From an optimization exercise on the open Yosys and OpenROAD flow, aimed at small area, a short achievable clock period and few clock cycles per item; shortcuts taken in it are not production practice. Function was checked by simulation only, so behaviour that the tests miss may differ from the original. Power figures rest on the tool's default switching activity, not on a simulated workload.

File: flow/config.mk
export PLATFORM = sky130hd
export DESIGN_NAME = shape_raster_canvas_core
export DESIGN_NICKNAME = shape_raster_canvas_core
export VERILOG_FILES = /design/flow/design.v
export SDC_FILE = /design/flow/constraint.sdc
export NUM_CORES = 4
export LEC_CHECK = 0
export CAP_MARGIN = 20
export CORE_MARGIN = 2
export CORE_UTILIZATION = 35
export PLACE_DENSITY = 0.55
export SLEW_MARGIN = 20
File: flow/constraint.sdc
create_clock -name core_clock -period 13.0 [get_ports {clk}]
set_input_delay 2.6000 -clock core_clock [delete_from_list [all_inputs] [get_ports {clk}]]
set_output_delay 2.6000 -clock core_clock [all_outputs]
set_load 0.01 [all_outputs]
File: flow/design.v
package src_pkg;
  localparam int CANVAS_ROWS = 16;
  localparam int CANVAS_COLS = 32;
  localparam int ROW_W       = (CANVAS_ROWS > 1) ? $clog2(CANVAS_ROWS) : 1;
  localparam int OUT_W       = 32;
  localparam logic [2:0] CMD_CLEAR  = 3'd0;
  localparam logic [2:0] CMD_RECT   = 3'd1;
  localparam logic [2:0] CMD_LINE   = 3'd2;
  localparam logic [2:0] CMD_TRI    = 3'd3;
  localparam logic [2:0] CMD_CIRCLE = 3'd4;
  localparam logic [2:0] CMD_READ   = 3'd5;
  typedef struct packed {
    logic [2:0] command;
    logic [5:0] row;
    logic [5:0] col;
    logic [6:0] width;
    logic [6:0] height;
    logic [5:0] end_col;
    logic [5:0] radius;
  } in_word_t;
  typedef struct packed {
    logic [31:0] row_bits;
    logic        status;
  } out_word_t;
endpackage
module src_ram #(
  parameter int W = 32,
  parameter int D = 16
) (
  input  logic                                clk,
  input  logic                                wr_en,
  input  logic [((D > 1) ? $clog2(D) : 1)-1:0] wr_addr,
  input  logic [W-1:0]                        wr_data,
  input  logic                                rd_en,
  input  logic [((D > 1) ? $clog2(D) : 1)-1:0] rd_addr,
  output logic [W-1:0]                        rd_data
);
  logic [W-1:0] mem [D];
  always_ff @(posedge clk) begin
    if (wr_en) begin
      mem[wr_addr] <= wr_data;
    end
    if (rd_en) begin
      rd_data <= mem[rd_addr];
    end
  end
endmodule
module src_isqrt (
  input  logic [11:0] v,
  output logic [5:0]  r
);
  always_comb begin
    r = '0;
    for (int k = 1; k < 64; k++) begin
      if (v >= 12'(k * k)) r = 6'(k);
    end
  end
endmodule
module src_row_mask (
  input  logic                             on,
  input  logic [5:0]                       col,
  input  logic [5:0]                       a,
  input  logic [5:0]                       b,
  output logic [src_pkg::CANVAS_COLS-1:0]  mask
);
  function automatic logic [src_pkg::CANVAS_COLS-1:0] col_ge(input logic signed [7:0] v);
    logic [5:0] c;
    c = (v < 0) ? 6'd0 : (v > 8'sd32) ? 6'd32 : v[5:0];
    for (int j = 0; j < src_pkg::CANVAS_COLS; j++) col_ge[j] = (6'(j) >= c);
  endfunction
  function automatic logic [src_pkg::CANVAS_COLS-1:0] col_le(input logic signed [7:0] v);
    logic [5:0] c;
    c = (v < 0) ? 6'd0 : (v > 8'sd31) ? 6'd32 : 6'(v + 8'sd1);
    for (int j = 0; j < src_pkg::CANVAS_COLS; j++) col_le[j] = (6'(j) < c);
  endfunction
  logic signed [7:0] lo_o, hi_o, lo_i, hi_i;
  assign lo_o = $signed({2'b0, col}) - $signed({2'b0, b});
  assign hi_o = $signed({2'b0, col}) + $signed({2'b0, b});
  assign lo_i = $signed({2'b0, col}) - $signed({2'b0, a}) + 8'sd1;
  assign hi_i = $signed({2'b0, col}) + $signed({2'b0, a}) - 8'sd1;
  assign mask = {src_pkg::CANVAS_COLS{on}} & col_ge(lo_o) & col_le(hi_o) &
                ~(col_ge(lo_i) & col_le(hi_i));
endmodule
module shape_raster_canvas_core (
  input  logic               clk,
  input  logic               rst_n,
  input  logic               start,
  output logic               busy,
  input  logic [40:0]        in_data,
  output logic               out_strobe,
  output logic [32:0]        out_data
);
  localparam int ROWS  = src_pkg::CANVAS_ROWS;
  localparam int COLS  = src_pkg::CANVAS_COLS;
  localparam int NDIAG = COLS + ROWS - 1;
  src_pkg::in_word_t in_w;
  src_pkg::in_word_t c1;
  logic              v1;
  logic              busy_r;
  logic              accept, issue;
  assign in_w   = src_pkg::in_word_t'(in_data);
  assign busy   = busy_r;
  assign accept = start && !busy_r;
  assign issue  = v1 && !busy_r;
  logic signed [8:0] cs, rs, ws, hs, es;
  logic signed [8:0] rpt, bot, seg_lo, seg_hi, sum_cr, dif_cr;
  logic        [5:0] n_slo, n_shi1, n_prp, n_dcl;
  logic        [4:0] n_bcl;
  logic        [6:0] n_sum;
  assign cs     = $signed({3'b0, c1.col});
  assign rs     = $signed({3'b0, c1.row});
  assign ws     = $signed({2'b0, c1.width});
  assign hs     = $signed({2'b0, c1.height});
  assign es     = $signed({3'b0, c1.end_col});
  assign rpt    = cs + ws - 9'sd1;
  assign bot    = rs + hs - 9'sd1;
  assign sum_cr = cs + rs;
  assign dif_cr = cs - rs + 9'sd15;
  always_comb begin
    seg_lo = cs;
    seg_hi = rpt;
    if (c1.command == src_pkg::CMD_LINE) begin
      seg_hi = es;
    end else if (c1.command == src_pkg::CMD_TRI) begin
      seg_lo = cs - hs + 9'sd1;
      seg_hi = cs + hs - 9'sd1;
    end
  end
  assign n_slo  = (seg_lo < 0) ? 6'd0 : (seg_lo > 9'sd32) ? 6'd32 : seg_lo[5:0];
  assign n_shi1 = (seg_hi < 0) ? 6'd0 : (seg_hi > 9'sd31) ? 6'd32 : 6'(seg_hi + 9'sd1);
  assign n_prp  = (rpt < 0 || rpt > 9'sd31) ? 6'd63 : rpt[5:0];
  assign n_bcl  = (bot < 0) ? 5'd0 : (bot > 9'sd15) ? 5'd17 : 5'(bot + 9'sd1);
  assign n_sum  = sum_cr[6:0];
  assign n_dcl  = (dif_cr < 0 || dif_cr >= 9'(NDIAG)) ? 6'd63 : dif_cr[5:0];
  logic        [11:0] n_qq;
  logic        [5:0]  n_ymax, n_yend;
  logic               n_dn;
  logic               n_empty;
  logic signed [7:0]  c_lo, c_hi;
  logic [ROWS-1:0]    n_rows;
  assign n_qq    = 12'(c1.radius * c1.radius);
  assign n_dn    = (c1.row > 6'd15);
  assign n_ymax  = c1.row[3] ? 6'(c1.row[3:0]) : 6'(4'd15 - c1.row[3:0]);
  assign n_yend  = n_dn ? c1.row - 6'd15 : (c1.radius < n_ymax) ? c1.radius : n_ymax;
  assign c_lo    = $signed({2'b0, c1.row}) - $signed({2'b0, c1.radius});
  assign c_hi    = $signed({2'b0, c1.row}) + $signed({2'b0, c1.radius});
  assign n_empty = (c_lo > 8'sd15);
  for (genvar i = 0; i < ROWS; i++) begin : g_nr
    assign n_rows[i] = ($signed(8'(i)) >= c_lo) && ($signed(8'(i)) <= c_hi);
  end
  logic              k_any, k_clr, k_rect, k_line, k_tri, k_circ, k_read;
  logic [5:0]        p_r, p_c, p_q;
  logic [5:0]        p_slo, p_shi1, p_prp, p_dcl;
  logic [4:0]        p_bcl;
  logic [6:0]        p_sum;
  logic [11:0]       p_qq;
  logic [5:0]        p_yend;
  logic              p_dn;
  logic              p_empty;
  logic [ROWS-1:0]   p_rows;
  logic [COLS-1:0]   seg, pts;
  logic [ROWS-1:0]   hrow, vrow;
  logic [NDIAG-1:0]  oh_s, oh_d;
  for (genvar j = 0; j < COLS; j++) begin : g_cm
    assign seg[j] = (6'(j) >= p_slo) && (6'(j) < p_shi1);
    assign pts[j] = k_rect && ((6'(j) == p_c) || (6'(j) == p_prp));
  end
  for (genvar k = 0; k < NDIAG; k++) begin : g_diag
    assign oh_s[k] = k_tri && (p_sum == 7'(k));
    assign oh_d[k] = k_tri && (p_dcl == 6'(k));
  end
  for (genvar i = 0; i < ROWS; i++) begin : g_rf
    logic at_top, at_bot, in_rng;
    assign at_top  = (p_r == 6'(i));
    assign at_bot  = (p_bcl == 5'(i + 1));
    assign in_rng  = (6'(i) >= p_r) && (5'(i + 1) <= p_bcl);
    assign hrow[i] = (k_rect && (at_top || at_bot)) || (k_line && at_top) ||
                     (k_tri && at_bot);
    assign vrow[i] = (k_rect || k_tri) && in_rng;
  end
  logic               e0_act;
  logic [5:0]         e0_y, e0_yend, e0_r, e0_c;
  logic               e0_dn;
  logic signed [13:0] e0_t, e0_u;
  logic               e0_tag;
  logic               e1_v;
  logic [4:0]         e1_ru, e1_rd;      
  logic [5:0]         e1_c, e1_a, e1_b;
  logic               e1_on, e1_tag;
  logic [5:0]         sq_t, sq_u;
  logic [COLS-1:0]    ring;
  logic [ROWS-1:0]    erow;
  logic [4:0]         n_ru, n_rd;
  logic [ROWS-1:0]    e0_rows;
  logic [ROWS-1:0]    pend [2];
  logic               e_tag;
  src_isqrt u_sq_t (.v (e0_t[11:0]), .r (sq_t));
  src_isqrt u_sq_u (.v (e0_u[11:0]), .r (sq_u));
  src_row_mask u_mask (
    .on   (e1_on),
    .col  (e1_c),
    .a    (e1_a),
    .b    (e1_b),
    .mask (ring)
  );
  logic signed [7:0] ru_s, rd_s;
  assign ru_s = $signed({2'b0, e0_r}) - $signed({2'b0, e0_y});
  assign rd_s = $signed({2'b0, e0_r}) + $signed({2'b0, e0_y});
  assign n_ru = (ru_s < 0 || ru_s > 8'sd15) ? 5'd31 : 5'(ru_s);
  assign n_rd = (rd_s > 8'sd15) ? 5'd31 : 5'(rd_s);
  for (genvar i = 0; i < ROWS; i++) begin : g_er
    assign e0_rows[i] = (n_ru == 5'(i)) || (n_rd == 5'(i));
    assign erow[i]    = e1_v && ((e1_ru == 5'(i)) || (e1_rd == 5'(i)));
  end
  logic [COLS-1:0] canvas [ROWS];
  logic [COLS-1:0] mask   [ROWS];
  logic            clr_q;              
  for (genvar i = 0; i < ROWS; i++) begin : g_row
    for (genvar j = 0; j < COLS; j++) begin : g_col
      assign mask[i][j] = (hrow[i] && seg[j]) ||
                          (vrow[i] && (pts[j] || oh_s[i + j] || oh_d[j - i + ROWS - 1])) ||
                          (erow[i] && ring[j]);
    end
    always_ff @(posedge clk) begin
      if (clr_q || k_clr) canvas[i] <= '0;
      else                canvas[i] <= canvas[i] | mask[i];
    end
  end
  logic               p_start;         
  logic               e0_act_n, e1_v_n, e_tag_n;
  logic [5:0]         e0_y_n, e0_yend_n, e0_y_nn;
  logic [ROWS-1:0]    pend_n [2];
  logic [ROWS-1:0]    pend_nn [2];
  logic [ROWS-1:0]    written_n, pend_any;
  logic               v1_n, busy_n, circ_block, stall_new, stall_old;
  logic               nx_start;
  logic signed [13:0] i_t, i_u, e0_step;
  assign p_start = k_circ && !p_empty;
  assign i_t     = p_dn ? $signed({8'b0, p_q}) :
                   $signed({2'b0, p_qq}) + $signed({8'b0, p_q});
  assign i_u     = (p_dn ? 14'sd0 : $signed({2'b0, p_qq})) - $signed({8'b0, p_q}) - 14'sd1;
  assign e0_step = e0_dn ? $signed({7'b0, e0_y, 1'b0}) - 14'sd1 : -$signed({7'b0, e0_y, 1'b1});
  always_comb begin
    e0_act_n  = e0_act && (e0_y != e0_yend);
    e0_y_n    = e0_dn ? e0_y - 1'b1 : e0_y + 1'b1;
    e0_yend_n = e0_yend;
    if (p_start) begin
      e0_act_n = 1'b1;
      e0_y_n    = p_dn ? p_q : 6'd0;
      e0_yend_n = p_yend;
    end
    e1_v_n = e0_act;
    if (k_clr) begin
      e0_act_n = 1'b0;
      e1_v_n   = 1'b0;
    end
    written_n = e1_v_n ? e0_rows : '0;
    e_tag_n = e_tag ^ p_start;
    for (int x = 0; x < 2; x++) begin
      pend_n[x] = pend[x];
      if (e1_tag == x[0]) pend_n[x] = pend_n[x] & ~erow;
      if (p_start && (e_tag_n == x[0])) pend_n[x] = p_rows;
      if (k_clr) pend_n[x] = '0;
    end
    v1_n = accept || (v1 && !issue);
    nx_start = issue && (c1.command == src_pkg::CMD_CIRCLE);
    for (int x = 0; x < 2; x++) begin
      pend_nn[x] = pend_n[x];
      if (e0_tag == x[0]) pend_nn[x] = pend_nn[x] & ~written_n;
    end
    pend_any = pend_nn[0] | pend_nn[1];
    e0_y_nn    = (p_start ? p_dn : e0_dn) ? e0_y_n - 1'b1 : e0_y_n + 1'b1;
    circ_block = e0_act_n && (e0_y_n != e0_yend_n) && (e0_y_nn != e0_yend_n);
    stall_new  = 1'b0;
    if (in_w.command == src_pkg::CMD_READ)
      stall_new = nx_start || ((in_w.row[5:4] == 2'b00) && pend_any[in_w.row[3:0]]);
    else if (in_w.command == src_pkg::CMD_CIRCLE)
      stall_new = nx_start || circ_block;
    stall_old  = 1'b0;
    if (c1.command == src_pkg::CMD_READ)
      stall_old = (c1.row[5:4] == 2'b00) && pend_any[c1.row[3:0]];
    else if (c1.command == src_pkg::CMD_CIRCLE)
      stall_old = circ_block;
    busy_n = busy_r ? stall_old : (start && stall_new);
  end
  always_ff @(posedge clk) begin
    if (!rst_n) begin
      v1         <= 1'b0;
      busy_r     <= 1'b0;
      k_any      <= 1'b0;
      k_clr      <= 1'b0;
      k_rect     <= 1'b0;
      k_line     <= 1'b0;
      k_tri      <= 1'b0;
      k_circ     <= 1'b0;
      k_read     <= 1'b0;
      e0_act     <= 1'b0;
      e1_v       <= 1'b0;
      pend[0]    <= '0;
      pend[1]    <= '0;
      e_tag      <= 1'b0;
      out_strobe <= 1'b0;
      clr_q      <= 1'b1;
    end else begin
      v1         <= v1_n;
      busy_r     <= busy_n;
      k_any      <= issue;
      k_clr      <= issue && (c1.command == src_pkg::CMD_CLEAR);
      k_rect     <= issue && (c1.command == src_pkg::CMD_RECT);
      k_line     <= issue && (c1.command == src_pkg::CMD_LINE);
      k_tri      <= issue && (c1.command == src_pkg::CMD_TRI);
      k_circ     <= issue && (c1.command == src_pkg::CMD_CIRCLE);
      k_read     <= issue && (c1.command == src_pkg::CMD_READ);
      e0_act     <= e0_act_n;
      e1_v       <= e1_v_n;
      pend[0]    <= pend_n[0];
      pend[1]    <= pend_n[1];
      e_tag      <= e_tag_n;
      out_strobe <= k_any;
      clr_q      <= 1'b0;
    end
  end
  always_ff @(posedge clk) begin
    if (accept) c1 <= in_w;
    p_r     <= c1.row;
    p_c     <= c1.col;
    p_q     <= c1.radius;
    p_slo   <= n_slo;
    p_shi1  <= n_shi1;
    p_prp   <= n_prp;
    p_bcl   <= n_bcl;
    p_sum   <= n_sum;
    p_dcl   <= n_dcl;
    p_qq    <= n_qq;
    p_yend  <= n_yend;
    p_dn    <= n_dn;
    p_empty <= n_empty;
    p_rows  <= n_rows;
    e0_y    <= e0_y_n;
    e0_yend <= e0_yend_n;
    if (p_start) begin
      e0_r   <= p_r;
      e0_c   <= p_c;
      e0_tag <= e_tag_n;
      e0_dn  <= p_dn;
      e0_t   <= i_t;
      e0_u   <= i_u;
    end else begin
      e0_t   <= e0_t + e0_step;
      e0_u   <= e0_u + e0_step;
    end
    e1_ru  <= n_ru;
    e1_rd  <= n_rd;
    e1_c   <= e0_c;
    e1_tag <= e0_tag;
    e1_on  <= !e0_t[13];
    e1_b   <= sq_t;
    e1_a   <= e0_u[13] ? 6'd0 : 6'(sq_u + 6'd1);
    out_data <= '0;
    if (k_read) begin
      out_data[0] <= 1'b1;
      if (p_r[5:4] == 2'b00) out_data[32:1] <= canvas[p_r[3:0]];
    end
  end
endmodule
File: flow/flow/run.sh
#!/bin/bash
# Layout flow: the standard layout, with timing repair aimed at a
# shorter period than the clock constraint, so that the resizer also works
# on paths that already meet 13 ns. The constraints themselves are unchanged.
set -euo pipefail
cd "$(dirname "$0")/.."
bash standard.sh SETUP_SLACK_MARGIN=8.5 finish > standard_flow.log 2>&1
File: flow/standard.sh
#!/bin/bash
# synth_recipe.tcl (not shown) runs the flow's synth.tcl, then flattens the netlist and writes it again
# the make line also repeats each setting of config.mk as NAME=value (left out here)
make -C /OpenROAD-flow-scripts/flow DESIGN_CONFIG=/design/flow/config.mk WORK_HOME=/design/flow/orfs CLKGATE_MAP_FILE= SYNTH_SCRIPT=/design/flow/synth_recipe.tcl "${@:-finish}"
==> reports/metrics.cfg <==
[finish]
mostFrequentLayoutCell=dfxtp_1
final_design_area_no_fill_sq_um=56640
areaGrowthSynthToFinish_pct=13.74
num-fill-cells=14321
drive_above_1_share=0.08792
layout_common_cells=dfxtp_1 (749), nor2_1 (731), a31oi_1 (541), o22ai_1 (501), nor3_1 (437)
stdcell_count=8266
final_nets=6536

[sta]
hold_violations=0
fin_worst_skew_ps=77.71
slew_violations=0
setup_tns_ps=0
slew_headroom=0.06497
tightest_slew_ps=1399
max_freq_mhz=228.0
period_needed_ps=4386
fin_crit_sh=0.3374
rsz0062_at_grt=no
finalSetupViolCount=0

[power]
seqPwrFrac=0.265
combPwrFrac=0.467
power.density_nw_per_um2=193.8
netSwitchingFraction=0.4588
ir_worst_vdd_mv=0.1804
power_mw=10.97
power.internal_mw=5.939
p_leak_nw=19.53
p_clk_frac=0.268
switchingPower_mw=5.035

[synth]
yosys_warnings=13
synth.cell_area_sq_um=49800
yosysSeqAreaShare=0.3341
synth_flop_cell=dfxtp_1
synth_edf_count=54
synth_seq_cells=804
avgSynthCellArea_sq_um=7.748
async_flop_share=0
ys_types=101
synthCells=6427

[global_route]
grt_pass1_vias=54082
grt_max_degree=88
grt_pass1_wl_um=388800
antenna_found_initial=18
overflow=0
grtUsageTotal=0.3618

[clocking]
cts_tree=built
holdBufCountCts=0
clkSlewWorstSetupHoldPaths_ps=60
htree_levels=3
cts_buffers=97
root_buffer=clkbuf_16
insertion_delay_ps=780
clkSinkCount=804
clock_path_buffers=3

[worst_setup_path]
end_kind=flop
cp_max_fo=43
worstSetupStartpointType=input pin
critical_path_class=input pin to flop
cp.arrival_ps=5070
required_ps=13690
rrSetupSlack_ps=8680

[placed_design]
post_dp_cell_area_sq_um=52840
numPortBuffers=78
dp_cells=8064
hpwl_um=166000
place.gp.congestion=1.020

[route]
drt-total-wl_um=276800
firstDrtPassIters=14
wl_per_cell_um=33.49
vias_per_cell=7.114
drc=0
drt-initial-drc-count=10421
vias=58801
ant_nets=0

[floorplan]
row_count=138
initial_core_util=0.3521
dieArea_sq_um=145300
dieWidth_um=381.2
ios=79
die_y_um=381.2
coreArea_sq_um=141400

[status]
run_status=complete, no violations

[job]
maxCapViolations=0

[worst_hold_path]
hold_class=flop to flop

-- timing repair --
item,CTS,global route
pin swaps,4,2
resized for setup,15,47
endpoints found under the setup margin,209,405
setup buffers,4,3
-- worst paths after layout --
path	startpoint	endpoint	cells after the start
worst min-delay path	e0_c[5]	e1_c[5]	0
worst min register to register	e0_c[5]	e1_c[5]	0
worst max-delay path	start	busy_r	10
worst max register to register	e0_y[0]	busy_r	12
-- power by group through the flow --
stage | logic, mW | clock network [mW] | registers, mW
2_1_floorplan | 3.32 | 0 | 2.81
5_1_grt | 5.43 | 3.03 | 2.94
3_3_place_gp | 4.65 | 0 | 2.96
3_5_place_dp | 4.66 | 0 | 2.96
4_1_cts | 4.79 | 2.94 | 2.90
6_report | 5.12 | 2.94 | 2.91
-- area by class of cell --
class,count,area (sq um),area share
Tap cell,1890,2365,0.04175
Inverter,241,904.6,0.01597
Clock buffer,141,2865,0.05059
Clock inverter,36,488.0,0.008615
Multi-Input combinational cell,4865,30980,0.5469
Timing Repair Buffer,271,2357,0.04162
Antenna cell,18,45.04,0.0007953
Sequential cell,804,16640,0.2937
-- logic make-up after synthesis --
family                     count (synthesis)  synth area share
xor gates and xnor gates                 160           0.02857
DFF                                      804            0.3341
other                                      1        0.00007531
buffers and inverters                    759           0.05792
and+or+nand+nor                         2111            0.1968
AOI/OAI and AO/OA                       2345            0.3180
adders and majority gates                212           0.05734
muxes                                     35          0.007161
-- cell usage after synthesis, drive strengths merged, types with 11 or more instances --
library cell / number / area [sq um]
dfxtp: 750 / 15010
nor2: 740 / 2778
a31oi: 541 / 3385
o22ai: 504 / 3153
clkbuf: 462 / 1734
nor3: 449 / 2252
nand2: 408 / 1531
a21oi: 264 / 1336
inv: 239 / 897.1
a22oi: 210 / 1582
ha: 185 / 2315
o21ai: 180 / 900.9
a211oi: 142 / 1071
xnor2: 110 / 970.9
nand3: 103 / 515.5
nand4: 69 / 431.7
a2111oi: 63 / 578.1
nand2b: 60 / 375.4
a21o: 56 / 420.4
buf: 56 / 245.2
nor2b: 56 / 350.3
edfxtp: 54 / 1622
xor2: 49 / 429.2
or3: 43 / 274.0
and2: 41 / 256.5
o221a: 37 / 416.7
a22o: 31 / 271.5
mux2i: 30 / 300.3
or2: 30 / 187.7
o211ai: 29 / 217.7
a221oi: 28 / 245.2
and3: 27 / 168.9
fa: 27 / 540.5
o21bai: 27 / 202.7
o21a: 26 / 195.2
nor4: 21 / 137.6
o31ai: 20 / 160.2
o2bb2ai: 16 / 140.1
a211o: 15 / 131.4
a32o: 15 / 150.1
nand3b: 14 / 105.1
a32oi: 12 / 105.1
o2111ai: 12 / 105.1
o221ai: 11 / 96.34
-- metal layers --
layer | part of all wire | global-route usage
met4 | 0.086 | 0.2198
met2 | 0.38 | 0.4890
met3 | 0.16 | 0.1717
met1 | 0.38 | 0.4555
met5 | 0.0036 | 0.04167
-- critical path: stages --
cell             delay [ps]
clkdlybuf4s50_1         450
nor2b_4                 140
buf_8                   270
nand4b_1                300
or4b_4                  580
nor3_2                  110
o221a_2                 190
o311ai_0                140
nand4_1                 140
a31o_1                  100
-- metrics by stage --
step | util | hold slack [ps] | setup WS, ps
floorplan | - | 323.0 | 8272
global placement | 0.3731 | 359.2 | 7646
detailed placement | 0.3737 | 378.0 | 7639
CTS | 0.3984 | 395.8 | 8508
global route | 0.4003 | 405.1 | 8511
finish | 0.4005 | 364.4 | 8614
-- sequential cells by signal, summed over array words and instances (netlist names), 6 cells and up --
register	count
c1	41
canvas	512
e0_c	6
e0_r	6
e0_t	14
e0_u	14
e0_y	6
e0_yend	6
e1_a	6
e1_b	6
e1_c	6
out_data	33
p_c	6
p_dcl	6
p_prp	6
p_qq	11
p_r	6
p_rows	16
p_shi1	6
p_slo	6
p_sum	7
p_yend	6
pend	32
Testbench counts, summed over its fixed seeds: cycles 4,052, items 3,029.

## separate check: timing with driven ports
The results above use ideal ports. As a check the final layout listed here was re-extracted and re-timed, cells and wires unchanged. Step 1, drivers: a clkbuf_16 drives clk and a buf_2 each remaining input, both assumed. Step 2 also shifts input and output timing later by t, the mid clock arrival at the registers, as if the neighbouring blocks saw the same clock. Three values: no drivers, after step 1, after step 2; two values: the first two.
t (ns): 0.818
setup slack, ns: 8.614 / 8.553 / 7.823
worst setup path after step 2: input to register
After both steps this run still meets setup and hold. For this run, drivers alone change the setup slack by -0.061 ns; drivers and shift together by -0.791 ns.
